This design comes from an exercise in tuning for small area and a short achievable clock period on the open sky130 flow, not from production work.
The RTL was checked by simulation tests, not by an equivalence proof against the original design.
No activity file was given, so power comes from the tool's default toggle rates.

==> design/flow/design.v <==
package ioPlatformPkg;
  typedef logic [31:0] ioAddrT;
  typedef logic [63:0] ioDataT;
  typedef enum logic [1:0] {
    DevErr,
    DevClint,
    DevPlic
  } ioDevE;
  localparam ioAddrT ClintBase = 32'h1140_0000;
  localparam ioAddrT ClintMask = 32'h0000_FFFF;
  localparam ioAddrT PlicBase  = 32'h1100_0000;
  localparam ioAddrT PlicMask  = 32'h003F_FFFF;
  localparam ioAddrT ClintMsipOff = 32'h0000_0000;
  localparam ioAddrT ClintCmpOff  = 32'h0000_4000;
  localparam ioAddrT ClintTimeOff = 32'h0000_BFF8;
  localparam ioAddrT PlicPrioOff  = 32'h0000_0000;
  localparam ioAddrT PlicPendOff  = 32'h0000_1000;
  localparam ioAddrT PlicEnOff    = 32'h0000_2000;
  localparam ioAddrT PlicThrOff   = 32'h0020_0000;
  localparam ioAddrT PlicClaimOff = 32'h0020_0008;
  localparam int PrioWidth = 3;
endpackage
module ioPlatformTop #(
  parameter int NumHarts = 2,
  parameter int NumIrqs  = 8
) (
  input  logic                clk_i,
  input  logic                arstN_i,
  input  logic                reqValid_i,
  input  logic                reqWrite_i,
  input  ioPlatformPkg::ioAddrT              reqAddr_i,
  input  ioPlatformPkg::ioDataT              reqWdata_i,
  input  logic                uartIrq_i,
  input  logic                sdIrq_i,
  output logic                rspValid_o,
  output ioPlatformPkg::ioDataT              rspData_o,
  output logic                rspErr_o,
  output logic [NumHarts-1:0] msip_o,
  output logic [NumHarts-1:0] mtip_o,
  output logic [NumHarts-1:0] extIrq_o
);
  logic [31:0] a;
  logic [63:0] w;
  assign a = reqAddr_i;
  assign w = reqWdata_i;
  logic inClint, inPlic;
  assign inClint = a[31:16] == 16'h1140;
  assign inPlic  = a[31:22] == 10'h044;
  logic       cMsip0, cMsip1, cCmp0, cCmp1, cTime;
  logic [7:0] pPrio;
  logic       pPend, pEn0, pEn1, pThr0, pThr1, pClm0, pClm1;
  assign cMsip0 = inClint && a[15:0] == 16'h0000;
  assign cMsip1 = inClint && a[15:0] == 16'h0008;
  assign cCmp0  = inClint && a[15:0] == 16'h4000;
  assign cCmp1  = inClint && a[15:0] == 16'h4008;
  assign cTime  = inClint && a[15:0] == 16'hBFF8;
  always_comb begin
    for (int s = 0; s < 8; s++) begin
      pPrio[s] = inPlic && a[21:6] == 16'h0 && a[5:3] == 3'(s) && a[2:0] == 3'h0;
    end
  end
  assign pPend = inPlic && a[21:0] == 22'h00_1000;
  assign pEn0  = inPlic && a[21:0] == 22'h00_2000;
  assign pEn1  = inPlic && a[21:0] == 22'h00_2080;
  assign pThr0 = inPlic && a[21:0] == 22'h20_0000;
  assign pThr1 = inPlic && a[21:0] == 22'h20_1000;
  assign pClm0 = inPlic && a[21:0] == 22'h20_0008;
  assign pClm1 = inPlic && a[21:0] == 22'h20_1008;
  logic rd, wr;
  assign rd = reqValid_i && !reqWrite_i;
  assign wr = reqValid_i && reqWrite_i;
  logic [63:0] mtimeQ;
  logic [63:0] cmp0Q, cmp1Q;
  logic [1:0]  cmpZeroQ;
  logic [1:0]  msipQ;
  logic [2:0]  prioQ [8];
  logic [7:0]  en0Q, en1Q;
  logic [2:0]  thr0Q, thr1Q;
  logic [2:1]  pendQ, inflQ;
  logic        validQ, errQ;
  logic [63:0] rdQ;
  logic [1:0]  mtipQ, extQ;
  logic       cand01, cand02, cand11, cand12;
  logic [1:0] best0, best1;
  assign cand01 = pendQ[1] && en0Q[1] && prioQ[1] != 3'd0;
  assign cand02 = pendQ[2] && en0Q[2] && prioQ[2] != 3'd0;
  assign cand11 = pendQ[1] && en1Q[1] && prioQ[1] != 3'd0;
  assign cand12 = pendQ[2] && en1Q[2] && prioQ[2] != 3'd0;
  assign best0 = (cand02 && (!cand01 || prioQ[2] > prioQ[1])) ? 2'd2 : cand01 ? 2'd1 : 2'd0;
  assign best1 = (cand12 && (!cand11 || prioQ[2] > prioQ[1])) ? 2'd2 : cand11 ? 2'd1 : 2'd0;
  logic [2:1] claim, complete;
  logic       cplOk;
  assign cplOk = wr && (pClm0 || pClm1) && w[63:3] == 61'h0;
  assign claim[1]    = rd && ((pClm0 && best0 == 2'd1) || (pClm1 && best1 == 2'd1));
  assign claim[2]    = rd && ((pClm0 && best0 == 2'd2) || (pClm1 && best1 == 2'd2));
  assign complete[1] = cplOk && w[2:0] == 3'd1;
  assign complete[2] = cplOk && w[2:0] == 3'd2;
  logic [63:0] mtimeP1, mtimeD, cmp0D, cmp1D;
  logic [1:0]  cmpZeroD, msipD;
  logic [2:0]  prioD [8];
  logic [7:0]  en0D, en1D;
  logic [2:0]  thr0D, thr1D;
  logic [2:1]  lines, pendD, inflD;
  assign mtimeP1 = mtimeQ + 64'd1;
  assign mtimeD  = (wr && cTime) ? w : mtimeP1;
  assign cmp0D   = (wr && cCmp0) ? w : cmp0Q;
  assign cmp1D   = (wr && cCmp1) ? w : cmp1Q;
  assign cmpZeroD[0] = cmpZeroQ[0] && !(wr && cCmp0);
  assign cmpZeroD[1] = cmpZeroQ[1] && !(wr && cCmp1);
  assign msipD[0] = (wr && cMsip0) ? w[0] : msipQ[0];
  assign msipD[1] = (wr && cMsip1) ? w[0] : msipQ[1];
  always_comb begin
    prioD[0] = 3'd0;
    for (int s = 1; s < 8; s++) begin
      prioD[s] = (wr && pPrio[s]) ? w[2:0] : prioQ[s];
    end
  end
  assign en0D  = (wr && pEn0)  ? w[7:0] : en0Q;
  assign en1D  = (wr && pEn1)  ? w[7:0] : en1Q;
  assign thr0D = (wr && pThr0) ? w[2:0] : thr0Q;
  assign thr1D = (wr && pThr1) ? w[2:0] : thr1Q;
  assign lines = {sdIrq_i, uartIrq_i};
  assign pendD = (pendQ | (lines & ~inflQ)) & ~claim;
  assign inflD = (inflQ | claim) & ~complete;
  logic geWC0, geWC1, geTW, geTC0, geTC1;
  logic [1:0] mtipD;
  assign geWC0 = cmpZeroQ[0] || w >= cmp0Q;
  assign geWC1 = cmpZeroQ[1] || w >= cmp1Q;
  assign geTW  = mtimeP1 >= w;
  assign geTC0 = cmpZeroQ[0] || mtimeP1 >= cmp0Q;
  assign geTC1 = cmpZeroQ[1] || mtimeP1 >= cmp1Q;
  assign mtipD[0] = (wr && cTime) ? geWC0 : (wr && cCmp0) ? geTW : geTC0;
  assign mtipD[1] = (wr && cTime) ? geWC1 : (wr && cCmp1) ? geTW : geTC1;
  logic [1:0] extD;
  assign extD[0] = (pendD[1] && en0D[1] && prioD[1] > thr0D) ||
                   (pendD[2] && en0D[2] && prioD[2] > thr0D);
  assign extD[1] = (pendD[1] && en1D[1] && prioD[1] > thr1D) ||
                   (pendD[2] && en1D[2] && prioD[2] > thr1D);
  logic [63:0] rdD;
  always_comb begin
    rdD = ({64{rd && cTime}} & mtimeQ)
        | ({64{rd && cCmp0 && !cmpZeroQ[0]}} & cmp0Q)
        | ({64{rd && cCmp1 && !cmpZeroQ[1]}} & cmp1Q);
    rdD[0] = rdD[0] | (rd && cMsip0 && msipQ[0]) | (rd && cMsip1 && msipQ[1]);
    for (int s = 1; s < 8; s++) begin
      rdD[2:0] = rdD[2:0] | ({3{rd && pPrio[s]}} & prioQ[s]);
    end
    rdD[2:1] = rdD[2:1] | ({2{rd && pPend}} & pendQ);
    rdD[7:0] = rdD[7:0] | ({8{rd && pEn0}} & en0Q) | ({8{rd && pEn1}} & en1Q);
    rdD[2:0] = rdD[2:0] | ({3{rd && pThr0}} & thr0Q) | ({3{rd && pThr1}} & thr1Q);
    rdD[1:0] = rdD[1:0] | ({2{rd && pClm0}} & best0) | ({2{rd && pClm1}} & best1);
  end
  always_ff @(posedge clk_i or negedge arstN_i) begin
    if (!arstN_i) begin
      mtimeQ   <= '0;
      cmpZeroQ <= '1;
      msipQ    <= '0;
      for (int s = 0; s < 8; s++) begin
        prioQ[s] <= '0;
      end
      en0Q     <= '0;
      en1Q     <= '0;
      thr0Q    <= '0;
      thr1Q    <= '0;
      pendQ    <= '0;
      inflQ    <= '0;
      validQ   <= 1'b0;
      errQ     <= 1'b0;
      mtipQ    <= '1;
      extQ     <= '0;
    end else begin
      mtimeQ   <= mtimeD;
      cmpZeroQ <= cmpZeroD;
      msipQ    <= msipD;
      for (int s = 0; s < 8; s++) begin
        prioQ[s] <= prioD[s];
      end
      en0Q     <= en0D;
      en1Q     <= en1D;
      thr0Q    <= thr0D;
      thr1Q    <= thr1D;
      pendQ    <= pendD;
      inflQ    <= inflD;
      validQ   <= reqValid_i;
      errQ     <= reqValid_i && !inClint && !inPlic;
      mtipQ    <= mtipD;
      extQ     <= extD;
    end
  end
  always_ff @(posedge clk_i) begin
    cmp0Q <= cmp0D;
    cmp1Q <= cmp1D;
    rdQ   <= rdD;
  end
  assign rspValid_o = validQ;
  assign rspErr_o   = errQ;
  assign rspData_o  = rdQ;
  assign msip_o     = msipQ;
  assign mtip_o     = mtipQ;
  assign extIrq_o   = extQ;
endmodule
==> design/flow/run.sh <==
#!/bin/bash
# synth_recipe.tcl (not shown) runs the flow's synth.tcl, then flattens the netlist and writes it again
# the make line also repeats each setting of config.mk as NAME=value (left out here)
make -C /OpenROAD-flow-scripts/flow DESIGN_CONFIG=/design/flow/config.mk WORK_HOME=/design/flow/orfs CLKGATE_MAP_FILE= SYNTH_SCRIPT=/design/flow/synth_recipe.tcl finish
==> design/flow/config.mk <==
export PLATFORM = sky130hd
export DESIGN_NAME = ioPlatformTop
export DESIGN_NICKNAME = ioPlatformTop
export VERILOG_FILES = /design/flow/design.v
export SDC_FILE = /design/flow/constraint.sdc
export NUM_CORES = 4
export LEC_CHECK = 0
export CAP_MARGIN = 20
export CORE_MARGIN = 2
export CORE_UTILIZATION = 40
export SLEW_MARGIN = 20
==> design/flow/constraint.sdc <==
create_clock -name core_clock -period 13.0 [get_ports {clk_i}]
set_input_delay 2.6000 -clock core_clock [delete_from_list [all_inputs] [get_ports {clk_i}]]
set_output_delay 2.6000 -clock core_clock [all_outputs]
set_load 0.01 [all_outputs]
==> out/metrics.yaml, run 1 <==
route:
  first_pass_iters: 6
  vias_per_cell: 5.86
  drc_errors: 0
  drt_iter0_drc: 1450
  drt_wl_total_mm: 67.4
  avgRoutedWirePerCell_um: 22.9
  vias: 17200
  ant_nets: 0
timing:
  period_needed_ns: 6.38
  setup_viol: 0
  worst_pin_slew_ns: 1.17
  fmax_ghz: 0.157
  final_max_slew_viol_count: 0
  rsz0062_at_grt: "no"
  maxSlewHeadroom: 0.208
  tns_ns: 0
  finalCritPeriodShare: 0.491
  finalHoldViolations: 0
  skew_ns: 0.0271
finish:
  nNetsFinal: 2670
  final_cell_mix: "ha_1 (336), inv_1 (272), clkdlybuf4s50_1 (172)"
  postLayoutCoreUtil: 0.481
  drive_gt1_frac: 0.0836
  final_common_cell: "ha_1"
  filler_cell_count: 4883
  area_growth_pct: 18.6
  finalNonFillerCells: 2944
synth:
  synth_edf_count: 128
  yosys-mux-area-fraction: 0.0557
  syn_nets: 2486
  synth_top_family_by_area: "adder cells"
  ys_warn_count: 3
  synthXorXnorAreaFrac: 0.0260
  netlist_instances: 2048
  syn-cell-area_um2: 20900
  synth-simple-area-share: 0.136
  synth_compound_area_frac: 0.132
  synth_fa_ha_area_frac: 0.201
  syn_area_per_cell_um2: 10.2
  synth.distinct_cells: 73
  synth_seq_area_share: 0.391
  synth_ff_type: "edfxtp_1"
  postSynth.asyncResetShare: 0.387
  ys_seq_elements: 313
global_route:
  grt-ovfl-total: 0
  grt_pass1_vias: 17500
  grt.total_usage: 0.250
  grt_pass1_wl_mm: 103
  met1_usage: 0.339
  met3_usage: 0.0404
  grt_util_met2: 0.403
  antenna_found_initial: 2
  grt_max_degree: 66
  busiest_layer: "met2"
pwr:
  power_density_nw_per_um2: 93.2
  leakage_uw: 0.0114
  report.power.total_uw: 2310
  vdd_drop_max_uv: 72.8
setup_path:
  worst_setup_path_start_kind: "primary input"
  arrival_ns: 6.83
  crit_type: "primary input to flip-flop"
  critPathRequiredTime_ns: 13.45
  crit_path_end_kind: "flip-flop"
  r2r_cells: 14
  cp_max_fo: 4
clock_network:
  numCtsBuffers: 39
  cts_resized: 0
  cts_sinks: 313
  path_clk_slew_ns: 0.06
  clkLatencyLatePin_ns: 0.58
  post_cts_buffers: 0
  ctsRootBufferMaster: "clkbuf_16"
  cts_tree: "done"
  cts_hold_buf: 0
  htreeDepth: 2
  clk_path_buf_depth: 3
status:
  status: "no timing/DRC/antenna violations"
place:
  finalWeightedCongestion: 0.930
  placed_cells: 2870
  port_buffers: 173
  hpwl_mm: 50.2
floorplanning:
  die_x_um: 232
  dieArea_um2: 54000
  fp.dieH_um: 232
  rows: 83
  start_util: 0.405
  ios: 174
  core-area_um2: 51500
flow_run:
  cap_violations: 0
worst_hold_path:
  hold_depth: 2
  hold_path_class: "flip-flop to flip-flop"
## power breakdown
group	internal [uW]	total, uW	switching (uW)
Combinational	58.4	143	85.1
Sequential	1030	1030	0.501
Clock	688	1140	448
## layer usage
layer,share of wire,vias up
li1,-,8088
met1,0.44,8436
met2,0.46,616
met3,0.068,109
met4,0.032,0
met5,0,-
## critical path, cell delays in order
cell and delay, ns:
clkdlybuf4s50_1 0.40, nor4b_1 0.62, nor4b_2 0.44, nand3_1 0.13, nor3_1 0.26, nand2_1 0.20
nor3_1 0.65, mux2i_1 0.50, ha_1 0.33, nor2b_1 0.13, o21ai_0 0.14, nand2b_1 0.07
and3_1 0.16, a32o_1 0.20
## through the flow
| step | instance area [um2] | setup slack (ns) | hold slack [ns] |
|---|---|---|---|
| floorplan | 20900 | 3.83 | 0.447 |
| global placement | 23400 | 6.18 | 0.466 |
| detailed placement | 23400 | 6.15 | 0.472 |
| CTS | 24700 | 6.73 | 0.483 |
| global route | 24800 | 6.32 | 0.500 |
| finish | 24800 | 6.62 | 0.483 |
## state kept, by name, summed over array words and instances, names as in the netlist
name and count:
cmp0Q 64, cmp1Q 64, mtimeQ 64, rdQ 64, prioQ 21, en0Q 8
en1Q 8, thr0Q 3, thr1Q 3, cmpZeroQ 2, extQ 2, inflQ 2
msipQ 2, mtipQ 2, pendQ 2, errQ 1, validQ 1
## logic make-up after synthesis
kind of cell,Yosys count
mux,105
flops,313
fa+ha+maj,336
xor+xnor,62
compound gates,395
simple gates,521
buf+inv,316
## cell usage after synthesis, drive strengths merged, types with 7 or more instances
cell     count  area share
ha         336        0.20
inv        272       0.049
edfxtp     128        0.18
dfrtp      117        0.14
nand2       97       0.017
a21oi       95       0.023
mux2        90       0.049
nor2        90       0.016
nand4       76       0.023
o21ai       71       0.017
nand3       66       0.016
dfxtp       64       0.061
a222oi      58       0.028
xnor2       45       0.019
nor3        37       0.010
nor4        36       0.012
clkbuf      29      0.0052
a211oi      28       0.010
and3        28      0.0084
and4        23      0.0096
a21o        18      0.0065
o21a        18      0.0065
xor2        17      0.0071
buf         15      0.0034
mux2i       15      0.0072
o211ai      15      0.0054
a22oi       13      0.0047
nor2b       12      0.0036
a31oi        9      0.0027
nor3b        9      0.0032
a2111oi      8      0.0034
a211o        8      0.0034
nand2b       8      0.0024
or3          8      0.0024
or4          7      0.0027
## final timing paths
check / startpoint / end / slack (ns)
worst max-delay path: reqAddr_i[26] / extQ[1] / 6.62
worst min-delay path: cmp1Q[17] / rdQ[17] / 0.48
worst max register to register: mtimeQ[5] / mtipQ[0] / 7.70
worst min register to register: cmp1Q[17] / rdQ[17] / 0.48
max in group asynchronous: arstN_i / mtimeQ[33] / 9.83
min in group asynchronous: arstN_i / prioQ[2][2] / 2.03
## layout make-up
| type | count | area [um2] | area share |
|---|---|---|---|
| clock buffers | 57 | 1140 | 0.0459 |
| repair buffers | 187 | 1850 | 0.0749 |
| diodes | 2 | 5.00 | 0.000202 |
| flip-flops and latches | 313 | 8160 | 0.329 |
| well taps | 680 | 851 | 0.0344 |
| multi-input cells | 1419 | 11500 | 0.466 |
| inverters | 272 | 1020 | 0.0412 |
| clock inverters | 14 | 191 | 0.00773 |
==> run 2, diff against run 1 <==
--- a/design/flow/design.v
+++ b/design/flow/design.v
@@ -44,4 +44,16 @@
   assign a = reqAddr_i;
   assign w = reqWdata_i;
+  function automatic logic geq64(logic [63:0] x, logic [63:0] y);
+    logic [63:0] g, l;
+    g = x & ~y;
+    l = ~x & y;
+    for (int span = 1; span < 64; span = span * 2) begin
+      for (int i = 0; i + span < 64; i = i + 2 * span) begin
+        g[i] = g[i + span] | (~l[i + span] & g[i]);
+        l[i] = l[i + span] | (~g[i + span] & l[i]);
+      end
+    end
+    geq64 = ~l[0];
+  endfunction
   logic inClint, inPlic;
   assign inClint = a[31:16] == 16'h1140;
@@ -102,5 +114,9 @@
   logic [2:0]  thr0D, thr1D;
   logic [2:1]  lines, pendD, inflD;
-  assign mtimeP1 = mtimeQ + 64'd1;
+  always_comb begin
+    for (int i = 0; i < 64; i++) begin
+      mtimeP1[i] = mtimeQ[i] ^ (&(mtimeQ | ~((64'd1 << i) - 64'd1)));
+    end
+  end
   assign mtimeD  = (wr && cTime) ? w : mtimeP1;
   assign cmp0D   = (wr && cCmp0) ? w : cmp0Q;
@@ -125,9 +141,9 @@
   logic geWC0, geWC1, geTW, geTC0, geTC1;
   logic [1:0] mtipD;
-  assign geWC0 = cmpZeroQ[0] || w >= cmp0Q;
-  assign geWC1 = cmpZeroQ[1] || w >= cmp1Q;
-  assign geTW  = mtimeP1 >= w;
-  assign geTC0 = cmpZeroQ[0] || mtimeP1 >= cmp0Q;
-  assign geTC1 = cmpZeroQ[1] || mtimeP1 >= cmp1Q;
+  assign geWC0 = cmpZeroQ[0] || geq64(w, cmp0Q);
+  assign geWC1 = cmpZeroQ[1] || geq64(w, cmp1Q);
+  assign geTW  = geq64(mtimeP1, w);
+  assign geTC0 = cmpZeroQ[0] || geq64(mtimeP1, cmp0Q);
+  assign geTC1 = cmpZeroQ[1] || geq64(mtimeP1, cmp1Q);
   assign mtipD[0] = (wr && cTime) ? geWC0 : (wr && cCmp0) ? geTW : geTC0;
   assign mtipD[1] = (wr && cTime) ? geWC1 : (wr && cCmp1) ? geTW : geTC1;
==> out/metrics.yaml, run 2 <==
timing:
  fin_ws_ns: 6.60  # was 6.62 ns
  tns_ns: 0  # unchanged
  whs_ns: 0.488  # was 0.483 ns
  period_needed_ns: 6.40  # was 6.38 ns
  finalHoldViolations: 0  # unchanged
  rsz0062_at_grt: "no"  # unchanged
  fmax_ghz: 0.156  # was 0.157 GHz
  worst_pin_slew_ns: 1.11  # was 1.17 ns
  final_max_slew_viol_count: 0  # unchanged
  finalCritPeriodShare: 0.492  # was 0.491
  maxSlewHeadroom: 0.243  # was 0.208
  skew_ns: 0.0209  # was 0.0271 ns
  setup_viol: 0  # unchanged
finish:
  final_common_cell: "o21ai_0"  # was ha_1
  nNetsFinal: 3055  # was 2670
  filler_cell_count: 5649  # was 4883
  register_area_um2: 8160  # unchanged
  postLayoutCoreUtil: 0.467  # was 0.481
  drive_gt1_frac: 0.0553  # was 0.0836
  area_growth_pct: 15.2  # was 18.6%
  multi_input_area_um2: 13700  # was 11500 um2
  final_cell_mix: "o21ai_0 (261), a21oi_1 (258), nand2_1 (230)"  # was ha_1 (336), inv_1 (272), clkdlybuf4s50_1 (172)
clock_network:
  ctsRootBufferMaster: "clkbuf_16"  # unchanged
  cts_sinks: 313  # unchanged
  numCtsBuffers: 41  # was 39
  clkLatencyLatePin_ns: 0.59  # was 0.58 ns
  post_cts_buffers: 0  # unchanged
  clk_path_buf_depth: 3  # unchanged
  cts_resized: 0  # unchanged
  path_clk_slew_ns: 0.06  # about the same
  htreeDepth: 2  # unchanged
  cts_tree: "done"  # unchanged
  cts_hold_buf: 0  # unchanged
synth:
  syn_area_per_cell_um2: 8.05  # was 10.2 um2
  synth_edf_count: 128  # unchanged
  syn_nets: 3029  # was 2486
  synth.distinct_cells: 89  # was 73
  ys_warn_count: 3  # unchanged
  postSynth.asyncResetShare: 0.387  # unchanged
  syn-cell-area_um2: 23400  # was 20900 um2
  netlist_top_cells_area: "edfxtp_1 (16%), dfrtp_1 (13%), o21ai_0 (5.6%)"  # was ha_1 (20%), edfxtp_1 (18%), dfrtp_1 (14%)
  synth_ff_type: "edfxtp_1"  # unchanged
  ys_seq_elements: 313  # unchanged
  netlist_instances: 2906  # was 2048
  synth_seq_area_share: 0.349  # was 0.391
  synth.most_common_cell: "o21ai_0"  # was ha_1
  synthTopCellsByCount: "o21ai_0 (261), a21oi_1 (258), nand2_1 (231)"  # was ha_1 (336), inv_1 (272), edfxtp_1 (128)
  synth_area_leader_cell: "edfxtp_1"  # was ha_1
  synth_top_area_share: 0.164  # was 0.201
setup_path:
  crit_path_end_kind: "flip-flop"  # unchanged
  cp_cell_sequence: "clkdlybuf4s50_1, inv_1, o21ai_0, a22oi_1, maj3_1, maj3_1, a221oi_1, o21ai_0, a31o_2, a2111oi_0, o31a_1, o311ai_0, a21oi_1"  # was clkdlybuf4s50_1, nor4b_1, nor4b_2, nand3_1, nor3_1, nand2_1, nor3_1, mux2i_1, ha_1, nor2b_1, o21ai_0, nand2b_1, and3_1, a32o_1
  crit_type: "primary input to flip-flop"  # unchanged
  slowest_stage: "a2111oi_0"  # was nor3_1
  critPathRequiredTime_ns: 13.50  # was 13.45 ns
  cp_max_fo: 10  # was 4
  r2r_setup_slack_ns: 7.05  # was 7.70 ns
  slowest_delay_ns: 0.94  # was 0.65 ns
  worst_setup_path_start_kind: "primary input"  # unchanged
  r2r_start: "mtimeQ[0]"  # was mtimeQ[5]
  startpoint: "reqWdata_i[28]"  # was reqAddr_i[26]
  arrival_ns: 6.90  # was 6.83 ns
route:
  routed-wl-met3_mm: 6.40  # was 4.57 mm
  top_layer: "met5"  # was met4
  vias: 23600  # was 17200
  ant_nets: 0  # unchanged
  avgRoutedWirePerCell_um: 22.9  # about the same
  drc_errors: 0  # unchanged
  m1WireLength_mm: 36.9  # was 29.9 mm
  dr_wl_met2_mm: 38.7  # was 30.7 mm
  drt_wl_total_mm: 85.4  # was 67.4 mm
  drt_iter0_drc: 2800  # was 1450
  vias_per_cell: 6.33  # was 5.86
  first_pass_iters: 8  # was 6
place:
  preCtsSetupSlack_ns: 6.14  # was 6.15 ns
  finalWeightedCongestion: 0.944  # was 0.930
  port_buffers: 173  # unchanged
  hpwl_mm: 61.0  # was 50.2 mm
floorplanning:
  die_x_um: 246  # was 232 um
  ios: 174  # unchanged
  dieArea_um2: 60400  # was 54000 um2
  start_util: 0.405  # about the same
  core-area_um2: 57700  # was 51500 um2
  rows: 88  # was 83
  fp.dieH_um: 246  # was 232 um
pwr:
  power_density_nw_per_um2: 90.5  # was 93.2 nW/um2
  leakage_uw: 0.0101  # was 0.0114 uW
  vdd_drop_max_uv: 100  # was 72.8 uV
global_route:
  grt_pass1_vias: 22300  # was 17500
  grt.total_usage: 0.275  # was 0.250
  grt_max_degree: 90  # was 66
  grt_pass1_wl_mm: 132  # was 103 mm
  grt-ovfl-total: 0  # unchanged
  antenna_found_initial: 2  # unchanged
worst_hold_path:
  worstHoldStart: "en1Q[4]"  # was cmp1Q[17]
  hold_path_class: "flip-flop to flip-flop"  # unchanged
status:
  status: "no timing/DRC/antenna violations"  # unchanged
flow_run:
  cap_violations: 0  # unchanged
-- run 2: changes by cell type after synthesis, moves of 62 or more --
cell / change
a21oi_1: +163
clkbuf_1: +155
ha_1: -315
inv_1: -62
maj3_1: +125
mux2_2: -63
nand2_1: +134
nor2_1: +139
o21ai_0: +190
-- run 2: cell type report --
cell class / instances / share of cell area
Multi-Input combinational cell: 2171 / 0.507
Sequential cell: 313 / 0.303
Timing Repair Buffer: 194 / 0.0702
Clock buffer: 58 / 0.0446
Tap cell: 765 / 0.0355
Inverter: 211 / 0.0294
Clock inverter: 18 / 0.0102
Antenna cell: 1 / 0.0000929
-- run 2: routing by layer --
layer,track usage,vias up
li1,-,11000
met5,0,-
met3,0.0410,185
met2,0.439,1117
met1,0.375,11300
met4,0.106,2
-- run 2: worst max-delay path, delay by kind of cell --
family          cells  cell delay, ns
buf+inv             2            0.89
compound gates      9            2.61
fa+ha+maj           2            0.80
-- run 2: cell families (layout without fill, tap and decap cells) --
group / after synthesis / in the layout / synth area share
AO/OA/AOI/OAI: 1064 / 1064 / 0.300
AND/OR/NAND/NOR: 880 / 880 / 0.184
buffers and inverters: 422 / 481 / 0.0695
flip-flops: 313 / 313 / 0.349
adder cells (fa/ha/maj): 146 / 146 / 0.0647
XOR/XNOR: 50 / 50 / 0.0187
multiplexers: 31 / 31 / 0.0147
other: 0 / 1 / 0
-- run 2: path summary, 6_finish.rpt --
kind | cells past startpoint | end
max | 13 | mtipQ[0]
min | 2 | rdQ[4]
max reg2reg | 13 | mtipQ[1]
min reg2reg | 2 | rdQ[4]
max in group asynchronous | 2 | prioQ[1][1]
min in group asynchronous | 1 | mtimeQ[53]
-- run 2: power by group --
part           internal, uW  total [uW]  switching (uW)  leakage, uW
sequential             1030        1030           0.105      0.00310
clock                   765        1250             482     0.000724
combinational          60.9         163             102      0.00632
-- run 2: metrics by stage --
step	instance area, um2	std cells	power, uW
5_1_grt	26900	3731	2510
4_1_cts	26900	3730	2460
6_report	26900	3731	2440
2_1_floorplan	23400	2906	1120
3_3_place_gp	25500	3654	1210
3_5_place_dp	25500	3654	1210
==> run 3, diff against run 2 <==
--- a/design/flow/design.v
+++ b/design/flow/design.v
@@ -56,4 +56,10 @@
     geq64 = ~l[0];
   endfunction
+  function automatic logic gt3(logic [2:0] x, logic [2:0] y);
+    logic [2:0] g, l;
+    g = x & ~y;
+    l = ~x & y;
+    gt3 = g[2] | (~l[2] & (g[1] | (~l[1] & g[0])));
+  endfunction
   logic inClint, inPlic;
   assign inClint = a[31:16] == 16'h1140;
@@ -99,6 +105,8 @@
   assign cand11 = pendQ[1] && en1Q[1] && prioQ[1] != 3'd0;
   assign cand12 = pendQ[2] && en1Q[2] && prioQ[2] != 3'd0;
-  assign best0 = (cand02 && (!cand01 || prioQ[2] > prioQ[1])) ? 2'd2 : cand01 ? 2'd1 : 2'd0;
-  assign best1 = (cand12 && (!cand11 || prioQ[2] > prioQ[1])) ? 2'd2 : cand11 ? 2'd1 : 2'd0;
+  logic p2gt1;
+  assign p2gt1 = gt3(prioQ[2], prioQ[1]);
+  assign best0 = (cand02 && (!cand01 || p2gt1)) ? 2'd2 : cand01 ? 2'd1 : 2'd0;
+  assign best1 = (cand12 && (!cand11 || p2gt1)) ? 2'd2 : cand11 ? 2'd1 : 2'd0;
   logic [2:1] claim, complete;
   logic       cplOk;
@@ -144,13 +152,29 @@
   assign geWC1 = cmpZeroQ[1] || geq64(w, cmp1Q);
   assign geTW  = geq64(mtimeP1, w);
-  assign geTC0 = cmpZeroQ[0] || geq64(mtimeP1, cmp0Q);
-  assign geTC1 = cmpZeroQ[1] || geq64(mtimeP1, cmp1Q);
+  logic allOnes;
+  assign allOnes = &mtimeQ;
+  assign geTC0 = (mtipQ[0] && !allOnes) || (cmpZeroQ[0] ? allOnes : mtimeP1 == cmp0Q);
+  assign geTC1 = (mtipQ[1] && !allOnes) || (cmpZeroQ[1] ? allOnes : mtimeP1 == cmp1Q);
   assign mtipD[0] = (wr && cTime) ? geWC0 : (wr && cCmp0) ? geTW : geTC0;
   assign mtipD[1] = (wr && cTime) ? geWC1 : (wr && cCmp1) ? geTW : geTC1;
   logic [1:0] extD;
-  assign extD[0] = (pendD[1] && en0D[1] && prioD[1] > thr0D) ||
-                   (pendD[2] && en0D[2] && prioD[2] > thr0D);
-  assign extD[1] = (pendD[1] && en1D[1] && prioD[1] > thr1D) ||
-                   (pendD[2] && en1D[2] && prioD[2] > thr1D);
+  logic [2:1] term0, term1;
+  always_comb begin
+    for (int s = 1; s <= 2; s++) begin
+      if (wr && pPrio[s]) begin
+        term0[s] = en0Q[s] && gt3(w[2:0], thr0Q);
+        term1[s] = en1Q[s] && gt3(w[2:0], thr1Q);
+      end else begin
+        term0[s] = (wr && pEn0)  ? (w[s] && gt3(prioQ[s], thr0Q)) :
+                   (wr && pThr0) ? (en0Q[s] && gt3(prioQ[s], w[2:0])) :
+                                   (en0Q[s] && gt3(prioQ[s], thr0Q));
+        term1[s] = (wr && pEn1)  ? (w[s] && gt3(prioQ[s], thr1Q)) :
+                   (wr && pThr1) ? (en1Q[s] && gt3(prioQ[s], w[2:0])) :
+                                   (en1Q[s] && gt3(prioQ[s], thr1Q));
+      end
+    end
+  end
+  assign extD[0] = (pendD[1] && term0[1]) || (pendD[2] && term0[2]);
+  assign extD[1] = (pendD[1] && term1[1]) || (pendD[2] && term1[2]);
   logic [63:0] rdD;
   always_comb begin
==> out/metrics.yaml, run 3 <==
finish:
  area_growth_pct: 18.3  # was 15.2%
  final_common_cell: "nor2_1"  # was o21ai_0
  nNetsFinal: 2479  # was 3055
  filler_cell_count: 4758  # was 5649
  multi_input_area_um2: 11000  # was 13700 um2
  final_cell_mix: "nor2_1 (192), a21oi_1 (173), clkdlybuf4s50_1 (172)"  # was o21ai_0 (261), a21oi_1 (258), nand2_1 (230)
  diodes: 0  # was 1
  finalNonFillerCells: 3073  # was 3731
  register_area_um2: 8160  # unchanged
  drive_gt1_frac: 0.0646  # was 0.0553
setup_path:
  r2r_start: "mtimeQ[0]"  # unchanged
  arrival_ns: 6.98  # was 6.90 ns
  r2r-end: "mtipQ[1]"  # unchanged
  cp_max_fo: 16  # was 10
  r2r_setup_slack_ns: 7.07  # was 7.05 ns
  crit_path_end_kind: "flip-flop"  # unchanged
  r2r_cells: 18  # was 13
  critPathRequiredTime_ns: 13.49  # was 13.50 ns
  crit_type: "primary input to flip-flop"  # unchanged
  worst_setup_path_start_kind: "primary input"  # unchanged
synth:
  syn-cell-area_um2: 20200  # was 23400 um2
  syn_area_per_cell_um2: 8.95  # was 8.05 um2
  ys_seq_elements: 313  # unchanged
  synthTopCellsByCount: "nor2_1 (195), a21oi_1 (173), inv_1 (158)"  # was o21ai_0 (261), a21oi_1 (258), nand2_1 (231)
  synth.distinct_cells: 98  # was 89
  synth_top_area_share: 0.191  # was 0.164
  synth_seq_area_share: 0.404  # was 0.349
  netlist_instances: 2254  # was 2906
  synth.most_common_cell: "nor2_1"  # was o21ai_0
  synth_area_leader_cell: "edfxtp_1"  # unchanged
  syn_nets: 2362  # was 3029
  synth_ff_type: "edfxtp_1"  # unchanged
  postSynth.asyncResetShare: 0.387  # unchanged
  netlist_top_cells_area: "edfxtp_1 (19%), dfrtp_1 (15%), dfxtp_1 (6.4%)"  # was edfxtp_1 (16%), dfrtp_1 (13%), o21ai_0 (5.6%)
  ys_warn_count: 3  # unchanged
  synth_edf_count: 128  # unchanged
global_route:
  grt.total_usage: 0.276  # was 0.275
  grt-ovfl-total: 0  # unchanged
  met3_usage: 0.0492  # was 0.0410
  antenna_found_initial: 0  # was 2
  met1_usage: 0.377  # was 0.375
  grt_pass1_vias: 17900  # was 22300
  busiest_layer: "met2"  # unchanged
  grt_util_met2: 0.447  # was 0.439
  grt_max_degree: 82  # was 90
  grt_pass1_wl_mm: 112  # was 132 mm
clock_network:
  ctsRootBufferMaster: "clkbuf_16"  # unchanged
  post_cts_buffers: 0  # unchanged
  cts_tree: "done"  # unchanged
  cts_sinks: 313  # unchanged
  htreeDepth: 2  # unchanged
  path_clk_slew_ns: 0.06  # about the same
  cts_hold_buf: 0  # unchanged
  clkLatencyLatePin_ns: 0.57  # was 0.59 ns
  cts_resized: 0  # unchanged
  clk_path_buf_depth: 3  # unchanged
  numCtsBuffers: 39  # was 41
timing:
  fmax_ghz: 0.154  # was 0.156 GHz
  tns_ns: 0  # unchanged
  final_max_slew_viol_count: 0  # unchanged
  rsz0062_at_grt: "no"  # unchanged
  finalCritPeriodShare: 0.500  # was 0.492
  skew_ns: 0.0168  # was 0.0209 ns
  finalHoldViolations: 0  # unchanged
  whs_ns: 0.480  # was 0.488 ns
  setup_viol: 0  # unchanged
  worst_pin_slew_ns: 1.24  # was 1.11 ns
  maxSlewHeadroom: 0.150  # was 0.243
  period_needed_ns: 6.50  # was 6.40 ns
route:
  drc_errors: 0  # unchanged
  drt_wl_total_mm: 73.0  # was 85.4 mm
  vias_per_cell: 6.08  # was 6.33
  avgRoutedWirePerCell_um: 23.8  # was 22.9 um
  ant_nets: 0  # unchanged
  vias: 18700  # was 23600
  drt_iter0_drc: 2214  # was 2800
  first_pass_iters: 9  # was 8
floorplanning:
  fp.dieH_um: 229  # was 246 um
  rows: 82  # was 88
  die_x_um: 229  # was 246 um
  start_util: 0.404  # was 0.405
  core-area_um2: 50000  # was 57700 um2
  dieArea_um2: 52200  # was 60400 um2
  ios: 174  # unchanged
pwr:
  vdd_drop_max_uv: 71.1  # was 100 uV
  leakage_uw: 0.00893  # was 0.0101 uW
  power_density_nw_per_um2: 100  # was 90.5 nW/um2
  report.power.total_uw: 2390  # was 2440 uW
worst_hold_path:
  worstHoldStart: "prioQ[6][2]"  # was en1Q[4]
  hold_depth: 2  # unchanged
  hold_path_class: "flip-flop to flip-flop"  # unchanged
  hold_path_end: "prioQ[6][2]"  # was rdQ[4]
place:
  hpwl_mm: 54.2  # was 61.0 mm
  finalWeightedCongestion: 0.968  # was 0.944
  port_buffers: 173  # unchanged
  placed_cells: 3002  # was 3654
flow_run:
  cap_violations: 0  # unchanged
status:
  status: "no timing/DRC/antenna violations"  # unchanged
## run 3: cell count changes after synthesis, sizes merged, moves of 21 or more
cell    before  now
o211ai      42   14
a31oi       65   27
clkbuf     189   94
nor2       228  197
a21oi      258  173
nand2      231  147
o21ai      262  151
xor2         6   60
xnor2       44  118
inv        210  159
o22ai       36   15
## run 3: kinds of logic (layout without fill, tap and decap cells)
| family | Yosys count | after routing | synth area share |
|---|---|---|---|
| flip-flops | 313 | 313 | 0.404 |
| AO/OA/AOI/OAI | 611 | 611 | 0.201 |
| multiplexers | 37 | 37 | 0.0202 |
| adder cells (fa/ha/maj) | 115 | 115 | 0.0579 |
| buffers and inverters | 271 | 418 | 0.0513 |
| AND/OR/NAND/NOR | 729 | 729 | 0.188 |
| XOR/XNOR | 178 | 178 | 0.0780 |
## run 3: area by class of cell
| class | instances | share of cell area |
|---|---|---|
| Tap cell | 672 | 0.0352 |
| Clock inverter | 25 | 0.0145 |
| Clock buffer | 46 | 0.0442 |
| Timing Repair Buffer | 187 | 0.0771 |
| Inverter | 160 | 0.0252 |
| Sequential cell | 313 | 0.342 |
| Multi-Input combinational cell | 1670 | 0.462 |
## run 3: routing by layer
metal  vias to the layer above  part of all wire
li1                       8540                 -
met2                       878              0.46
met5                         -                 0
met1                      9125              0.43
met4                         0             0.029
met3                       126             0.082
## run 3: worst max-delay path: stages
cell	delay, ns
clkdlybuf4s50_1	0.98
inv_2	0.19
maj3_1	0.40
maj3_1	0.36
maj3_2	0.32
maj3_2	0.30
a221o_1	0.32
a21oi_1	0.14
o32a_1	0.20
o21ai_1	0.12
maj3_1	0.39
a221oi_1	0.24
o41ai_1	0.14
a221oi_2	0.26
## run 3: power by group
| group | total (uW) | switching [uW] | internal (uW) |
|---|---|---|---|
| registers | 1030 | 0.0874 | 1030 |
| logic | 155 | 95.8 | 59.2 |
| clock network | 1200 | 474 | 729 |
## run 3: metrics by stage
stage | instance area (um2) | utilization | worst slack (ns)
CTS | 23900 | 0.477 | 6.55
global placement | 22500 | 0.449 | 6.06
global route | 23900 | 0.477 | 6.29
finish | 23900 | 0.477 | 6.50
detailed placement | 22500 | 0.449 | 5.95
floorplan | 20200 | - | 5.52
## run 3: how the worst max path moves through the flow
stage / startpoint / to / slack [ns]
after floorplan: reqAddr_i[27] / mtipQ[1] / 5.52
after global placement: reqAddr_i[27] / mtipQ[1] / 6.06
after detailed placement: reqAddr_i[27] / mtipQ[1] / 5.95
after CTS: reqAddr_i[27] / mtipQ[1] / 6.55
after global routing: reqAddr_i[27] / mtipQ[1] / 6.29
final: reqWdata_i[1] / mtipQ[1] / 6.50
==> run 4, diff against run 3 <==
==> design/flow/flow/run.sh (new file) <==
#!/bin/bash
# Standard ORFS layout (the standard.sh, standard synthesis unchanged) with
# two layout choices changed:
#  - port buffers are plain buf_2 cells instead of the delay cell buffer_ports picks
#  - repair_timing aims for a setup margin that matches the period this design reaches
set -euo pipefail
bash standard.sh \
  SETUP_SLACK_MARGIN=9.2 \
  "BUFFER_PORTS_ARGS=-buffer_cell sky130_fd_sc_hd__buf_2" \
  finish > flow_make.log 2>&1
==> design/flow/standard.sh (new file) <==
#!/bin/bash
# synth_recipe.tcl (not shown) runs the flow's synth.tcl, then flattens the netlist and writes it again
# the make line also repeats each setting of config.mk as NAME=value (left out here)
make -C /OpenROAD-flow-scripts/flow DESIGN_CONFIG=/design/flow/config.mk WORK_HOME=/design/flow/orfs CLKGATE_MAP_FILE= SYNTH_SCRIPT=/design/flow/synth_recipe.tcl "${@:-finish}"
removed: design/flow/run.sh
==> out/metrics.yaml, run 4 <==
clock_network:
  cts_tree: "done"  # unchanged
  ctsRootBufferMaster: "clkbuf_16"  # unchanged
  clkLatencyLatePin_ns: 0.59  # was 0.57 ns
  clk_path_buf_depth: 3  # unchanged
  numCtsBuffers: 38  # was 39
  cts_sinks: 313  # unchanged
  path_clk_slew_ns: 0.06  # about the same
  cts_hold_buf: 0  # unchanged
  htreeDepth: 2  # unchanged
timing:
  fmax_ghz: 0.192  # was 0.154 GHz
  tns_ns: 0  # unchanged
  setup_viol: 0  # unchanged
  final_max_slew_viol_count: 0  # unchanged
  rsz0062_at_grt: "yes"  # was no
  worst_pin_slew_ns: 0.964  # was 1.24 ns
  finalHoldViolations: 0  # unchanged
  period_needed_ns: 5.20  # was 6.50 ns
  skew_ns: 0.0337  # was 0.0168 ns
  maxSlewHeadroom: 0.351  # was 0.150
  finalCritPeriodShare: 0.400  # was 0.500
finish:
  filler_cell_count: 4403  # was 4758
  final_cell_mix: "buf_2 (165), inv_1 (157), nor2_1 (145)"  # was nor2_1 (192), a21oi_1 (173), clkdlybuf4s50_1 (172)
  area_growth_pct: 35.2  # was 18.3%
  nNetsFinal: 2675  # was 2479
  finalNonFillerCells: 3269  # was 3073
  drive_gt1_frac: 0.275  # was 0.0646
  final_common_cell: "buf_2"  # was nor2_1
synth:
  synthTopCellsByCount: "nor2_1 (195), a21oi_1 (173), inv_1 (158)"  # unchanged
  synth_area_leader_cell: "edfxtp_1"  # unchanged
  synth.most_common_cell: "nor2_1"  # unchanged
  postSynth.asyncResetShare: 0.387  # unchanged
  ys_warn_count: 3  # unchanged
  syn_area_per_cell_um2: 8.95  # unchanged
  ys_seq_elements: 313  # unchanged
  netlist_instances: 2254  # unchanged
  synth_seq_area_share: 0.404  # unchanged
  syn_nets: 2362  # unchanged
  synth_ff_type: "edfxtp_1"  # unchanged
  syn-cell-area_um2: 20200  # unchanged
  synth_top_area_share: 0.191  # unchanged
  synth_edf_count: 128  # unchanged
  netlist_top_cells_area: "edfxtp_1 (19%), dfrtp_1 (15%), dfxtp_1 (6.4%)"  # unchanged
  synth.distinct_cells: 98  # unchanged
route:
  first_pass_iters: 9  # unchanged
  drt_iter0_drc: 2972  # was 2214
  drc_errors: 0  # unchanged
  drt_wl_total_mm: 87.6  # was 73.0 mm
  ant_nets: 0  # unchanged
  vias: 20600  # was 18700
  vias_per_cell: 6.29  # was 6.08
  avgRoutedWirePerCell_um: 26.8  # was 23.8 um
floorplanning:
  start_util: 0.404  # unchanged
  rows: 82  # unchanged
  dieArea_um2: 52200  # unchanged
  fp.dieH_um: 229  # unchanged
  core-area_um2: 50000  # unchanged
  ios: 174  # unchanged
  die_x_um: 229  # unchanged
setup_path:
  crit_path_end_kind: "flip-flop"  # unchanged
  arrival_ns: 5.69  # was 6.98 ns
  r2r-end: "mtipQ[1]"  # unchanged
  critPathRequiredTime_ns: 13.49  # about the same
  cp_max_fo: 2  # was 16
  r2r_start: "mtimeQ[0]"  # unchanged
  crit_type: "primary input to flip-flop"  # unchanged
  r2r_setup_slack_ns: 7.95  # was 7.07 ns
  worst_setup_path_start_kind: "primary input"  # unchanged
  r2r_cells: 18  # unchanged
global_route:
  grt-ovfl-total: 0  # unchanged
  grt_pass1_vias: 19100  # was 17900
  grt.total_usage: 0.306  # was 0.276
  grt_max_degree: 69  # was 82
  grt_pass1_wl_mm: 122  # was 112 mm
  antenna_found_initial: 2  # was 0
worst_hold_path:
  worstHoldStart: "en1Q[7]"  # was prioQ[6][2]
  hold_depth: 1  # was 2
  hold_path_class: "flip-flop to flip-flop"  # unchanged
  hold_path_end: "en1Q[7]"  # was prioQ[6][2]
pwr:
  vdd_drop_max_uv: 70.3  # was 71.1 uV
  report.power.total_uw: 2290  # was 2390 uW
  power_density_nw_per_um2: 83.9  # was 100 nW/um2
  leakage_uw: 0.0109  # was 0.00893 uW
status:
  status: "no timing/DRC/antenna violations"  # unchanged
place:
  placed_cells: 2997  # was 3002
  port_buffers: 173  # unchanged
  finalWeightedCongestion: 0.940  # was 0.968
  hpwl_mm: 52.6  # was 54.2 mm
flow_run:
  cap_violations: 0  # unchanged
==> run 4: cell count changes in the layout (fill, tap and decap cells not counted), moves of 23 or more <==
cell / previous run / this run
clkdlybuf4s50_1: 172 / 0
mux2_4: 0 / 23
buf_4: 14 / 45
buf_2: 0 / 165
a21oi_1: 173 / 141
a21oi_2: 0 / 29
nor2_4: 4 / 33
buf_6: 1 / 75
mux2_2: 29 / 6
o21ai_0: 146 / 113
buf_16: 0 / 35
buf_12: 0 / 27
nor2_1: 192 / 145
==> run 4: per-stage QoR <==
step | setup WS [ns] | area (um2) | utilization | hold WS [ns]
floorplan | 7.60 | 20700 | - | 0.448
global placement | 6.93 | 21900 | 0.438 | 0.480
detailed placement | 6.86 | 21900 | 0.438 | 0.492
CTS | 7.89 | 25800 | 0.517 | 0.507
global route | 7.72 | 27300 | 0.546 | 0.529
finish | 7.80 | 27300 | 0.546 | 0.512
==> run 4: worst max-delay path, cell delays in order <==
cell      delay [ns]
buf_12          0.09
inv_8           0.03
maj3_2          0.31
maj3_2          0.32
maj3_2          0.32
maj3_2          0.30
a221o_1         0.30
a21oi_1         0.13
o32a_1          0.27
o21ai_2         0.10
maj3_2          0.33
a221oi_2        0.20
o41ai_2         0.10
a221oi_2        0.29
==> run 4: layout make-up <==
cell class                      count  area (um2)  share of cell area
Antenna cell                        1        2.50           0.0000918
Clock buffer                       48        1040              0.0381
Clock inverter                     21         211             0.00776
Inverter                          160         612              0.0224
Multi-Input combinational cell   1678       12300               0.452
Sequential cell                   313        8160               0.299
Tap cell                          672         841              0.0308
Timing Repair Buffer              376        4070               0.149
==> run 4: metal layers <==
layer,share of wire,vias up,track usage
li1,-,8953,-
met1,0.38,9920,0.399
met2,0.44,1331,0.485
met3,0.10,371,0.0584
met4,0.075,2,0.158
met5,0.00014,-,0
==> run 4: logic make-up after synthesis <==
kind of cell / after synthesis / synth area share
buf+inv: 271 / 0.0513
simple gates: 729 / 0.188
mux: 37 / 0.0202
xor+xnor: 178 / 0.0780
fa+ha+maj: 115 / 0.0579
flops: 313 / 0.404
compound gates: 611 / 0.201
==> run 4: worst max path at each step <==
stage,end,cells past startpoint,slack (ns),from
after floorplan,mtipQ[1],13,7.60,reqWdata_i[1]
after global placement,mtipQ[1],14,6.93,reqWdata_i[1]
after detailed placement,mtipQ[1],13,6.86,reqWdata_i[1]
after CTS,mtipQ[1],14,7.89,reqWdata_i[1]
after global routing,mtipQ[1],14,7.72,reqWdata_i[0]
final,mtipQ[1],14,7.80,reqWdata_i[1]
==> run 4: where the power goes <==
part / internal (uW) / switching (uW)
combinational: 48.4 / 108
clock: 646 / 457
sequential: 1030 / 0.0661
total: 1720 / 565
==> run 4: timing repair <==
item	4_1_cts	5_1_grt
resized for setup	238	185
buffers inserted	94	50
pin swaps	57	64
endpoints found under the setup margin	313	314
gates cloned	40	18
==> run 5, diff against run 4 <==
--- a/design/flow/design.v
+++ b/design/flow/design.v
@@ -21,4 +21,41 @@
   localparam int PrioWidth = 3;
 endpackage
+module clintGeq64 (
+  input  logic [63:0] x_i,
+  input  logic [63:0] y_i,
+  output logic        ge_o
+);
+  logic [63:0] g, l;
+  always_comb begin
+    g = x_i & ~y_i;
+    l = ~x_i & y_i;
+    for (int span = 1; span < 64; span = span * 2) begin
+      for (int i = 0; i + span < 64; i = i + 2 * span) begin
+        g[i] = g[i + span] | (~l[i + span] & g[i]);
+        l[i] = l[i + span] | (~g[i + span] & l[i]);
+      end
+    end
+    ge_o = ~l[0];
+  end
+endmodule
+module clintEq64 (
+  input  logic [63:0] x_i,
+  input  logic [63:0] y_i,
+  output logic        eq_o
+);
+  assign eq_o = x_i == y_i;
+endmodule
+module clintInc64 (
+  input  logic [63:0] x_i,
+  output logic [63:0] inc_o,
+  output logic        allOnes_o
+);
+  always_comb begin
+    for (int i = 0; i < 64; i++) begin
+      inc_o[i] = x_i[i] ^ (&(x_i | ~((64'd1 << i) - 64'd1)));
+    end
+  end
+  assign allOnes_o = &x_i;
+endmodule
 module ioPlatformTop #(
   parameter int NumHarts = 2,
@@ -44,16 +81,4 @@
   assign a = reqAddr_i;
   assign w = reqWdata_i;
-  function automatic logic geq64(logic [63:0] x, logic [63:0] y);
-    logic [63:0] g, l;
-    g = x & ~y;
-    l = ~x & y;
-    for (int span = 1; span < 64; span = span * 2) begin
-      for (int i = 0; i + span < 64; i = i + 2 * span) begin
-        g[i] = g[i + span] | (~l[i + span] & g[i]);
-        l[i] = l[i + span] | (~g[i + span] & l[i]);
-      end
-    end
-    geq64 = ~l[0];
-  endfunction
   function automatic logic gt3(logic [2:0] x, logic [2:0] y);
     logic [2:0] g, l;
@@ -122,9 +147,10 @@
   logic [2:0]  thr0D, thr1D;
   logic [2:1]  lines, pendD, inflD;
-  always_comb begin
-    for (int i = 0; i < 64; i++) begin
-      mtimeP1[i] = mtimeQ[i] ^ (&(mtimeQ | ~((64'd1 << i) - 64'd1)));
-    end
-  end
+  logic allOnes;
+  clintInc64 inc (
+    .x_i       (mtimeQ),
+    .inc_o     (mtimeP1),
+    .allOnes_o (allOnes)
+  );
   assign mtimeD  = (wr && cTime) ? w : mtimeP1;
   assign cmp0D   = (wr && cCmp0) ? w : cmp0Q;
@@ -149,11 +175,14 @@
   logic geWC0, geWC1, geTW, geTC0, geTC1;
   logic [1:0] mtipD;
-  assign geWC0 = cmpZeroQ[0] || geq64(w, cmp0Q);
-  assign geWC1 = cmpZeroQ[1] || geq64(w, cmp1Q);
-  assign geTW  = geq64(mtimeP1, w);
-  logic allOnes;
-  assign allOnes = &mtimeQ;
-  assign geTC0 = (mtipQ[0] && !allOnes) || (cmpZeroQ[0] ? allOnes : mtimeP1 == cmp0Q);
-  assign geTC1 = (mtipQ[1] && !allOnes) || (cmpZeroQ[1] ? allOnes : mtimeP1 == cmp1Q);
+  logic ge0, ge1, eq0, eq1;
+  clintGeq64 cmpGe0 (.x_i(w), .y_i(cmp0Q), .ge_o(ge0));
+  clintGeq64 cmpGe1 (.x_i(w), .y_i(cmp1Q), .ge_o(ge1));
+  clintGeq64 timeGe (.x_i(mtimeP1), .y_i(w), .ge_o(geTW));
+  clintEq64  cmpEq0 (.x_i(mtimeP1), .y_i(cmp0Q), .eq_o(eq0));
+  clintEq64  cmpEq1 (.x_i(mtimeP1), .y_i(cmp1Q), .eq_o(eq1));
+  assign geWC0 = cmpZeroQ[0] || ge0;
+  assign geWC1 = cmpZeroQ[1] || ge1;
+  assign geTC0 = (mtipQ[0] && !allOnes) || (cmpZeroQ[0] ? allOnes : eq0);
+  assign geTC1 = (mtipQ[1] && !allOnes) || (cmpZeroQ[1] ? allOnes : eq1);
   assign mtipD[0] = (wr && cTime) ? geWC0 : (wr && cCmp0) ? geTW : geTC0;
   assign mtipD[1] = (wr && cTime) ? geWC1 : (wr && cCmp1) ? geTW : geTC1;
--- a/design/flow/config.mk
+++ b/design/flow/config.mk
@@ -10,2 +10,3 @@
 export CORE_UTILIZATION = 40
 export SLEW_MARGIN = 20
+export SYNTH_HIERARCHICAL = 1
==> out/metrics.yaml, run 5 <==
status:
  status: "no timing/DRC/antenna violations"  # unchanged
clock_network:
  clk_path_buf_depth: 3  # unchanged
  htreeDepth: 2  # unchanged
  clkLatencyLatePin_ns: 0.57  # was 0.59 ns
  ctsRootBufferMaster: "clkbuf_16"  # unchanged
  cts_hold_buf: 0  # unchanged
  cts_tree: "done"  # unchanged
  cts_sinks: 313  # unchanged
  path_clk_slew_ns: 0.06  # about the same
  numCtsBuffers: 37  # was 38
global_route:
  grt-ovfl-total: 0  # unchanged
  grt_pass1_wl_mm: 111  # was 122 mm
  grt_pass1_vias: 16900  # was 19100
  grt.total_usage: 0.300  # was 0.306
  grt_max_degree: 66  # was 69
  antenna_found_initial: 7  # was 2
place:
  finalWeightedCongestion: 0.908  # was 0.940
  hpwl_mm: 47.1  # was 52.6 mm
  preCtsSetupSlack_ns: 7.14  # was 6.86 ns
  port_buffers: 173  # unchanged
flow_run:
  cap_violations: 0  # unchanged
route:
  first_pass_iters: 7  # was 9
  drt_wl_total_mm: 76.6  # was 87.6 mm
  vias: 17400  # was 20600
  drt_iter0_drc: 2374  # was 2972
  avgRoutedWirePerCell_um: 26.8  # about the same
  ant_nets: 0  # unchanged
  vias_per_cell: 6.10  # was 6.29
  drc_errors: 0  # unchanged
setup_path:
  r2r_start: "mtimeQ[0]"  # unchanged
  worst_setup_path_start_kind: "primary input"  # unchanged
  cp_max_fo: 5  # was 2
  slowest_stage: "maj3_2"  # unchanged
  crit_type: "primary input to flip-flop"  # unchanged
  cp_top_family: "compound AO/OA/AOI/OAI gates"  # was adder cells
  r2r-end: "mtipQ[1]"  # unchanged
  arrival_ns: 4.92  # was 5.69 ns
  r2r_cells: 14  # was 18
  crit_path_end_kind: "flip-flop"  # unchanged
  worst-path-buf-inv: 1  # was 2
  cp_cell_sequence: "buf_12, nor2b_4, maj3_2, maj3_2, maj3_2, a21oi_4, o211ai_1, a31o_2, o21ai_4, a31oi_1, o21ai_1, o21ai_1"  # was buf_12, inv_8, maj3_2, maj3_2, maj3_2, maj3_2, a221o_1, a21oi_1, o32a_1, o21ai_2, maj3_2, a221oi_2, o41ai_2, a221oi_2
  slowest_delay_ns: 0.34  # was 0.33 ns
  crit_top_cell: "maj3_2"  # unchanged
  critPathRequiredTime_ns: 13.50  # was 13.49 ns
  r2r_setup_slack_ns: 8.65  # was 7.95 ns
timing:
  skew_ns: 0.0110  # was 0.0337 ns
  finalHoldViolations: 0  # unchanged
  rsz0062_at_grt: "yes"  # unchanged
  tns_ns: 0  # unchanged
  fin_ws_ns: 8.57  # was 7.80 ns
  maxSlewHeadroom: 0.379  # was 0.351
  final_max_slew_viol_count: 0  # unchanged
  period_needed_ns: 4.43  # was 5.20 ns
  setup_viol: 0  # unchanged
  finalCritPeriodShare: 0.340  # was 0.400
  worst_pin_slew_ns: 0.932  # was 0.964 ns
  fmax_ghz: 0.226  # was 0.192 GHz
floorplanning:
  ios: 174  # unchanged
  core-area_um2: 47500  # was 50000 um2
  die_x_um: 223  # was 229 um
  dieArea_um2: 49700  # was 52200 um2
  start_util: 0.404  # about the same
  fp.dieH_um: 223  # was 229 um
  rows: 80  # was 82
pwr:
  vdd_drop_max_uv: 71.2  # was 70.3 uV
  leakage_uw: 0.0110  # was 0.0109 uW
  power_density_nw_per_um2: 88.2  # was 83.9 nW/um2
finish:
  register_area_um2: 8160  # about the same
  multi_input_area_um2: 11400  # was 12300 um2
  nNetsFinal: 2317  # was 2675
  area_growth_pct: 35.7  # was 35.2%
  drive_gt1_frac: 0.315  # was 0.275
  final_cell_mix: "inv_1 (210), buf_2 (155), xor2_1 (148)"  # was buf_2 (165), inv_1 (157), nor2_1 (145)
  filler_cell_count: 3987  # was 4403
  final_common_cell: "inv_1"  # was buf_2
synth:
  postSynth.asyncResetShare: 0.387  # unchanged
  synth_area_leader_cell: "edfxtp_1"  # unchanged
  synth_top_area_share: 0.200  # was 0.191
  syn_nets: 1989  # was 2362
  ys_warn_count: 11  # was 3
  synth_ff_type: "edfxtp_1"  # unchanged
  synth.distinct_cells: 75  # was 98
  netlist_instances: 1881  # was 2254
  synth.most_common_cell: "inv_1"  # was nor2_1
  syn-cell-area_um2: 19200  # was 20200 um2
  synth_edf_count: 128  # unchanged
  synthTopCellsByCount: "inv_1 (211), maj3_1 (154), xor2_1 (154)"  # was nor2_1 (195), a21oi_1 (173), inv_1 (158)
  synth_seq_area_share: 0.425  # was 0.404
  syn_area_per_cell_um2: 10.2  # was 8.95 um2
  netlist_top_cells_area: "edfxtp_1 (20%), dfrtp_1 (15%), maj3_1 (8.0%)"  # was edfxtp_1 (19%), dfrtp_1 (15%), dfxtp_1 (6.4%)
  ys_seq_elements: 313  # unchanged
worst_hold_path:
  hold_path_class: "flip-flop to flip-flop"  # unchanged
  worstHoldStart: "prioQ[3][2]"  # was en1Q[7]
  hold_depth: 1  # unchanged
  hold_path_end: "prioQ[3][2]"  # was en1Q[7]
-- run 5: per-layer routing --
layer	up-vias	routed length, um	track usage
met5	-	31	0
met4	8	5260	0.168
met3	265	7600	0.0601
met2	1025	34100	0.472
met1	8565	29600	0.386
li1	7557	-	-
-- run 5: what timing repair did --
action                                  4_1_cts  5_1_grt
resized for setup                           246       86
endpoints found under the setup margin      313      313
gates cloned                                 42        5
setup buffers                                70       31
pin swaps                                    68       83
-- run 5: cells by family after synthesis --
logic type                 after synthesis  share of synthesized area
AOI/OAI and AO/OA                      269                      0.104
xor gates and xnor gates               185                     0.0844
adders and majority gates              196                      0.105
buffers and inverters                  254                     0.0532
DFF                                    313                      0.425
muxes                                  102                     0.0594
and+or+nand+nor                        562                      0.168
-- run 5: per-module statistics from Yosys, one instance, submodules excluded --
module | times used | cell area [um2]
clintEq64 | 2 | 698
clintInc64 | 1 | 1250
ioPlatformTop | 1 | 12100
clintGeq64 | 3 | 1480
-- run 5: worst register-to-register path, stage by stage (launching register included) --
cell	delay, ns
dfrtp_1	0.39
ha_1	0.20
nand3_2	0.19
or3_4	0.46
or4_4	0.70
nor3_2	0.30
xor2_2	0.33
xor2_1	0.23
nor4_1	0.38
nand4_1	0.25
nor4_2	0.34
inv_1	0.14
o21ai_0	0.17
mux2i_1	0.09
o21ai_1	0.12
-- run 5: worst max-delay path by stage --
stage | depth (start not counted) | slack, ns | start | to
6_report | 12 | 8.57 | reqWdata_i[44] | mtipQ[1]
5_1_grt | 14 | 8.51 | mtimeQ[0] | mtipQ[0]
4_1_cts | 12 | 8.66 | reqWdata_i[44] | mtipQ[1]
3_5_place_dp | 7 | 7.14 | reqAddr_i[17] | mtimeQ[18]
3_3_place_gp | 7 | 7.19 | reqAddr_i[17] | mtimeQ[33]
2_1_floorplan | 7 | 7.96 | reqAddr_i[17] | mtipQ[1]
-- run 5: metrics by stage --
stage | utilization | cell area, um2 | total power, uW | hold slack, ns | instances
floorplan | - | 19900 | 1100 | 0.461 | 1881
global placement | 0.446 | 21200 | 1170 | 0.490 | 2637
detailed placement | 0.446 | 21200 | 1180 | 0.497 | 2637
CTS | 0.531 | 25300 | 2300 | 0.514 | 2817
global route | 0.548 | 26000 | 2350 | 0.536 | 2854
finish | 0.548 | 26000 | 2300 | 0.518 | 2855
-- run 5: area by class of cell --
type | instances | area share
multi-input cells | 1316 | 0.437
flip-flops and latches | 313 | 0.313
repair buffers | 330 | 0.140
clock buffers | 57 | 0.0452
inverters | 211 | 0.0304
well taps | 615 | 0.0295
clock inverters | 11 | 0.00519
diodes | 2 | 0.000192
-- run 5: where the power goes --
part	switching, uW	leakage [uW]	internal (uW)
clock	440	0.000646	684
combinational	92.8	0.00710	52.5
sequential	0.0686	0.00330	1030
total	533	0.0110	1760
==> run 6, diff against run 5 <==
==> design/flow/run.sh (new file) <==
#!/bin/bash
# synth_recipe.tcl (not shown) runs the flow's synth.tcl, then flattens the netlist and writes it again
# the make line also repeats each setting of config.mk as NAME=value (left out here)
make -C /OpenROAD-flow-scripts/flow DESIGN_CONFIG=/design/flow/config.mk WORK_HOME=/design/flow/orfs CLKGATE_MAP_FILE= SYNTH_SCRIPT=/design/flow/synth_recipe.tcl finish
removed: design/flow/flow/run.sh
removed: design/flow/standard.sh
==> out/metrics.yaml, run 6 <==
pwr:
  vdd_drop_max_uv: 105  # was 71.2 uV
  leakage_uw: 0.00916  # was 0.0110 uW
  p_comb_frac: 0.064  # was 0.063
  netSwitchingFraction: 0.233  # was 0.232
  power_density_nw_per_um2: 99.6  # was 88.2 nW/um2
  p_seq_frac: 0.450  # was 0.447
  p_int_uw: 1750  # was 1760 uW
  p_switching_uw: 532  # was 533 uW
  clockPowerShare: 0.486  # was 0.489
clock_network:
  cts_tree: "done"  # unchanged
  cts_sinks: 313  # unchanged
  clkLatencyLatePin_ns: 0.57  # about the same
  clk_path_buf_depth: 3  # unchanged
  numCtsBuffers: 38  # was 37
  post_cts_buffers: 0  # was 70
  htreeDepth: 2  # unchanged
  ctsRootBufferMaster: "clkbuf_16"  # unchanged
  cts_resized: 0  # was 246
  path_clk_slew_ns: 0.06  # about the same
  cts_hold_buf: 0  # unchanged
timing:
  rsz0062_at_grt: "no"  # was yes
  whs_ns: 0.507  # was 0.518 ns
  maxSlewHeadroom: 0.265  # was 0.379
  setup_viol: 0  # unchanged
  skew_ns: 0.0321  # was 0.0110 ns
  fmax_ghz: 0.176  # was 0.226 GHz
  tns_ns: 0  # unchanged
  finalHoldViolations: 0  # unchanged
  finalCritPeriodShare: 0.437  # was 0.340
  worst_pin_slew_ns: 1.10  # was 0.932 ns
  period_needed_ns: 5.68  # was 4.43 ns
  final_max_slew_viol_count: 0  # unchanged
synth:
  synth_seq_area_share: 0.425  # unchanged
  ys_warn_count: 11  # unchanged
  ys_seq_elements: 313  # unchanged
  synth_ff_type: "edfxtp_1"  # unchanged
  synth_area_leader_cell: "edfxtp_1"  # unchanged
  synth_top_area_share: 0.200  # unchanged
  syn_nets: 1989  # unchanged
  syn-cell-area_um2: 19200  # unchanged
  netlist_instances: 1881  # unchanged
  synth.distinct_cells: 75  # unchanged
  syn_area_per_cell_um2: 10.2  # unchanged
  postSynth.asyncResetShare: 0.387  # unchanged
  netlist_top_cells_area: "edfxtp_1 (20%), dfrtp_1 (15%), maj3_1 (8.0%)"  # unchanged
  synth.most_common_cell: "inv_1"  # unchanged
  synthTopCellsByCount: "inv_1 (211), maj3_1 (154), xor2_1 (154)"  # unchanged
  synth_edf_count: 128  # unchanged
worst_hold_path:
  hold_path_class: "flip-flop to flip-flop"  # unchanged
finish:
  drive_gt1_frac: 0.118  # was 0.315
  final_common_cell: "inv_1"  # unchanged
  final_cell_mix: "inv_1 (211), clkdlybuf4s50_1 (172), maj3_1 (154), xor2_1 (154), edfxtp_1 (128)"  # was inv_1 (210), buf_2 (155), xor2_1 (148)
  multi_input_area_um2: 10000  # was 11400 um2
  area_growth_pct: 19.5  # was 35.7%
  nNetsFinal: 2175  # was 2317
  register_area_um2: 8160  # unchanged
  filler_cell_count: 4331  # was 3987
global_route:
  grt-ovfl-total: 0  # unchanged
  grt_pass1_vias: 15200  # was 16900
  antenna_found_initial: 3  # was 7
  grt_pass1_wl_mm: 97.3  # was 111 mm
  grt.total_usage: 0.259  # was 0.300
  grt_max_degree: 73  # was 66
floorplanning:
  fp.dieH_um: 223  # unchanged
  dieArea_um2: 49700  # unchanged
  core-area_um2: 47500  # unchanged
  rows: 80  # unchanged
  die_x_um: 223  # unchanged
  ios: 174  # unchanged
  start_util: 0.404  # unchanged
route:
  ant_nets: 0  # unchanged
  avgRoutedWirePerCell_um: 24.2  # was 26.8 um
  drt_wl_total_mm: 65.6  # was 76.6 mm
  first_pass_iters: 9  # was 7
  drt_iter0_drc: 1864  # was 2374
  vias: 16000  # was 17400
  vias_per_cell: 5.88  # was 6.10
  drc_errors: 0  # unchanged
place:
  hpwl_mm: 47.7  # was 47.1 mm
  port_buffers: 173  # unchanged
  finalWeightedCongestion: 0.945  # was 0.908
flow_run:
  cap_violations: 0  # unchanged
setup_path:
  crit_type: "primary input to flip-flop"  # unchanged
  critPathRequiredTime_ns: 13.45  # was 13.50 ns
  crit_path_end_kind: "flip-flop"  # unchanged
  cp_max_fo: 35  # was 5
  worst_setup_path_start_kind: "primary input"  # unchanged
  arrival_ns: 6.13  # was 4.92 ns
status:
  status: "no timing/DRC/antenna violations"  # unchanged
-- run 6: cell counts after synthesis --
Identical to the previous run, type by type.
-- run 6: modules after synthesis, one instance, submodules excluded --
module         cells inside  flip-flops and latches  times used
clintInc64              184                       0           1
ioPlatformTop           864                     313           1
clintGeq64              221                       0           3
clintEq64                85                       0           2
-- run 6: worst paths after layout --
kind	start	endpoint	slack (ns)	cells after the start
max in group asynchronous	arstN_i	pendQ[2]	9.49	3
worst max-delay path	reqAddr_i[11]	mtipQ[0]	7.32	9
worst min register to register	prioQ[7][0]	prioQ[7][0]	0.51	1
worst min-delay path	prioQ[7][0]	prioQ[7][0]	0.51	1
worst max register to register	mtimeQ[0]	mtipQ[1]	7.88	16
min in group asynchronous	arstN_i	prioQ[3][0]	1.96	1
-- run 6: power groups by stage --
| stage | clock network [uW] | registers [uW] | logic (uW) |
|---|---|---|---|
| floorplan | 0 | 1050 | 55.4 |
| global placement | 0 | 1050 | 142 |
| detailed placement | 0 | 1050 | 144 |
| CTS | 1130 | 1030 | 145 |
| global route | 1170 | 1030 | 159 |
| finish | 1110 | 1030 | 147 |
-- run 6: cell type report --
class	instances	area share
diodes	1	0.000109
clock buffers	56	0.0508
clock inverters	13	0.00557
inverters	211	0.0345
multi-input cells	1314	0.438
flip-flops and latches	313	0.356
well taps	615	0.0336
repair buffers	189	0.0815
-- run 6: cell families after synthesis --
group	share of synthesized area
DFF	0.425
buffers and inverters	0.0532
muxes	0.0594
adders and majority gates	0.105
and+or+nand+nor	0.168
xor gates and xnor gates	0.0844
AOI/OAI and AO/OA	0.104
-- run 6: per-layer routing --
layer	up-vias	track usage	routed length, um
met2	731	0.410	29700
met3	130	0.0473	5110
li1	7257	-	-
met5	-	0	24
met1	7832	0.360	28700
met4	4	0.0790	2030
-- run 6: critical path: stages --
cell	delay, ns
clkdlybuf4s50_1	0.46
or4_1	0.54
nor4_1	0.64
nand3_1	0.33
nor2_4	0.15
buf_4	0.45
buf_4	0.58
mux2i_1	0.24
o21ai_0	0.09
-- run 6: stage by stage --
stage / cells / total power, uW / cell area [um2] / util / setup WS [ns]
final: 2712 / 2280 / 22900 / 0.482 / 7.32
after global placement: 2641 / 1190 / 21600 / 0.454 / 6.81
after CTS: 2710 / 2300 / 22900 / 0.482 / 7.39
after global routing: 2711 / 2350 / 22900 / 0.482 / 7.22
after detailed placement: 2641 / 1190 / 21600 / 0.454 / 6.79
after floorplan: 1881 / 1100 / 19200 / - / 5.98

Re-timed with assumed drivers on the ports (clkbuf_16 on the clock, buf_2 on other inputs), run 6 has 7.363 ns of setup slack against 7.321 ns with ideal ports, and 6.749 ns once port delays also move by the mid clock arrival of 0.613 ns.
